Context: an optimization exercise on an open-source flow, tuned for small area, a short achievable clock period and few clock cycles. The choices shown serve that exercise and are no tape-out recipe.
Power and IR drop assume default switching activity.

Setup of run 1:
Design image_scaler, start of the top module:
module image_scaler (
    input  logic        clk,
    input  logic        reset,
    input  logic [3:0]  mode,
    output logic [18:0] rom_addr,
    input  logic [7:0]  rom_data,
    output logic [18:0] ram_wraddr,
    output logic [7:0]  ram_data,
    output logic        ram_wren,
    output logic        done
);
    logic rep, dec, avg, copy;
    logic m_rep, m_dec, m_avg, m_copy;
    logic hold, hr;
    assign m_rep  = (mode == 4'd0);
    assign m_dec  = (mode == 4'd1);
    assign m_avg  = (mode == 4'd3);
    assign m_copy = (mode == 4'd4);
    assign hold = (m_rep & rep) | (m_dec & dec) | (m_avg & avg) | (m_copy & copy);
    function automatic logic [3:0] step_of(input logic f_rep, input logic f_dec,
                                           input logic f_avg, input logic f_copy,
                                           input logic [1:0] f_sub, input logic f_rowend,
                                           input logic f_ry);
        logic up, dn, e1, e2;
        up = (f_dec & f_rowend) | (f_avg & ((f_sub == 2'd0) | ((f_sub == 2'd3) & f_rowend)));
        dn = (f_rep & f_sub[0] & f_rowend & ~f_ry) | (f_avg & (f_sub == 2'd2));
        e2 = f_dec;
        e1 = f_copy | (f_rep & f_sub[0]) | (f_avg & f_sub[0]);
        step_of = {up, dn, e2, e1};
    endfunction
    logic        run;
    logic [14:0] A;
    logic [1:0]  sub;      
    logic [2:0]  xh;       
    logic        ry;       
    logic        rowend;   
    logic        last;     
    logic [3:0]  step;     
    logic        rd, go, prelast, rowend_n, ry_n;
  ...
For scale: roughly 400 cells after synthesis, roughly 72 flip-flops, roughly 62 I/O pins, ~3600 sq um of cells after synthesis.
==> flow/config.mk <==
export PLATFORM = sky130hd
export DESIGN_NAME = image_scaler
export DESIGN_NICKNAME = image_scaler
export VERILOG_FILES = /design/flow/design.v
export SDC_FILE = /design/flow/constraint.sdc
export NUM_CORES = 4
export LEC_CHECK = 0
export CAP_MARGIN = 20
export CORE_MARGIN = 2
export CORE_UTILIZATION = 40
export SETUP_SLACK_MARGIN = 3.1
export SLEW_MARGIN = 20
==> flow/constraint.sdc <==
create_clock -name core_clock -period 5.0 [get_ports {clk}]
set_input_delay 1.0000 -clock core_clock [delete_from_list [all_inputs] [get_ports {clk}]]
set_output_delay 1.0000 -clock core_clock [all_outputs]
set_load 0.01 [all_outputs]
standard.sh (not shown) runs the stock make flow with config.mk's settings and CLKGATE_MAP_FILE= SYNTH_SCRIPT=/design/flow/synth_recipe.tcl, a recipe that flattens the netlist after the stock synthesis.
==> flow/flow/run.sh <==
#!/bin/bash
# The standard layout (standard.sh, unchanged synthesis), with plain buffers
# instead of delay cells on the ports, and no dummy loads in the clock tree.
# Full make output in standard.log.
bash standard.sh BUFFER_PORTS_ARGS="-buffer_cell sky130_fd_sc_hd__buf_2" \
  CTS_ARGS="-sink_clustering_enable -repair_clock_nets -dont_use_dummy_load" finish > standard.log 2>&1
Run 1: PASS, flow complete, no timing, DRC or antenna violations
Input-level comparison between run 2 and run 1:
- a change of SETUP_SLACK_MARGIN from 3.1 to 3.0
- an added GPL_TIMING_DRIVEN of 0
## What came out
Post-placement cell count in run 2 vs run 1: up 22
Looking at final cell count across run 2 and run 1, the one that comes out lower is run 1.
Run 2 vs run 1: met1 layer wirelength in the final routing up by a few percent
Run 2 vs run 1: ratio of cells with drive above 1 in the final layout down
~same post-detailed-route via-to-cell ratio in run 2 and run 1
In run 2 the global-route usage turned out 1.0 points higher than in run 1.
Run 2 vs. run 1: worst hold slack rose 15 ps, post-detailed-routing wire length rose 190 um.
Of run 2 and run 1, the higher switching part of the total power belongs to run 2.
Going from run 1 to run 2, number of nets in the layout higher; area of placed instances +about 3%.
Input changes introduced in run 3 (baseline for comparison: run 2):
- GPL_TIMING_DRIVEN no longer set, was 0
==> comparison <==
Run 3 ended with every stage complete and zero timing, DRC or antenna violations. Run 3 vs run 2 on count of nets after finishing: run 3 is the lower one. Relative to run 2, met2 global-route usage has decreased by 1.6 points in run 3. Comparing the two runs side by side, run 3 comes out ahead of run 2 on power after layout. Compared with run 2, in run 3 share of final-layout standard cells stronger than drive strength 1 went down by 2.3 points, worst setup slack saw a decrease, met1 wire length now smaller. Number of global-route vias before repair went down by a few percent going from run 2 to run 3. Taking run 2 as the reference point, the data-path buffer share of cell area in the final layout of run 3 falls by 3.2 points. Global-route wire length before repair for run 3: 680 um down relative to run 2. Run 3 against run 2: worst hold slack down 12 ps; number of H-tree branching levels closely matched the old numbers.
The following lists how run 4 was set up differently from run 3:
- ABC_AREA now 1, previously not set
Results
- Run 4 has completed all stages; timing, DRC and antenna checks passed.
- Between run 4 and run 3, it is run 4 whose via count is higher, by 479.
- Wire length in run 4 is 15% higher than in run 3
- The higher non-clock buffer share of cell area came out of run 3.
- Global placement routability congestion went up by more than 10% going from run 3 to run 4.
- Run 4 ended with more final cell area excluding filler cells than run 3.
- In run 4 relative to run 3, area of the die had gone up by a few percent.
- Run 4 vs run 3 — met2 layer wire length in the routed design rose about 12%.
- From run 3 to run 4 the numbers moved as follows: layout clock buffer count barely changed; global-route usage went up by 2.0 points; area growth from synthesis to layout down 5.2 points; setup slack climbed 29 ps.
Relative to run 4, the following input files were edited for run 5:
- ABC_AREA: 1 -> unset
==> flow/flow/run.sh <==
#!/bin/bash
# The standard layout (standard.sh, unchanged synthesis), with plain buffers
# instead of delay cells on the ports, and no dummy loads in the clock tree.
# Full make output in standard.log.
bash standard.sh BUFFER_PORTS_ARGS="-buffer_cell sky130_fd_sc_hd__buf_1" \
  CTS_ARGS="-sink_clustering_enable -repair_clock_nets -dont_use_dummy_load" finish > standard.log 2>&1
- Diff run 5 and run 4: area fraction in compound gates after synthesis higher in run 5
- Total power consumption of the routed design: run 5 vs run 4, no meaningful difference
- Run 4 -> run 5: average footprint of a synthesized cell increased by more than 10%
- met3 wirelength from detailed routing ended up 110 um lower on run 5 than on run 4.
- From run 4 to run 5 the numbers moved as follows: non-clock buffer count in the final layout now sits higher, filler-free cell count of the finished design now sits lower, maximum operating frequency now sits lower.
Function was not checked in any run of this note: the RTL went through the layout flow alone.

what the ideal ports hide:
In the flow no input, the clock included, has a driving cell. The finished layouts below were timed again as built, in two steps. Step 1 assumes that a clkbuf_16 drives the clock port and a buf_2 every other input. Step 2 adds t to the input delays and takes it off the output delays; t is the mean of the earliest and latest rising clock arrival at the registers after step 1. Input paths then give back, and output paths get back, about the clock's delay inside the block. a / b / c = ideal / step 1 / step 2; a / b = the first two.
run | t, ns | setup WS [ns] | hold WS [ns]
run 1 | 0.357 | 3.116 / 3.085 / 2.916 | 0.436 / 0.440 / 0.440
run 2 | 0.364 | 3.037 / 3.003 / 2.905 | 0.451 / 0.452 / 0.467
run 3 | 0.360 | 3.032 / 3.003 / 2.913 | 0.439 / 0.437 / 0.439
run 4 | 0.373 | 3.062 / 3.028 / 3.064 | 0.419 / 0.416 / 0.439
run 5 | 0.362 | 3.026 / 2.994 / 2.841 | 0.458 / 0.458 / 0.458
After both steps every run listed still meets setup and hold. The setup slack of run 1, which loses most, moves by -0.031 ns with the drivers and by -0.200 ns with both steps.
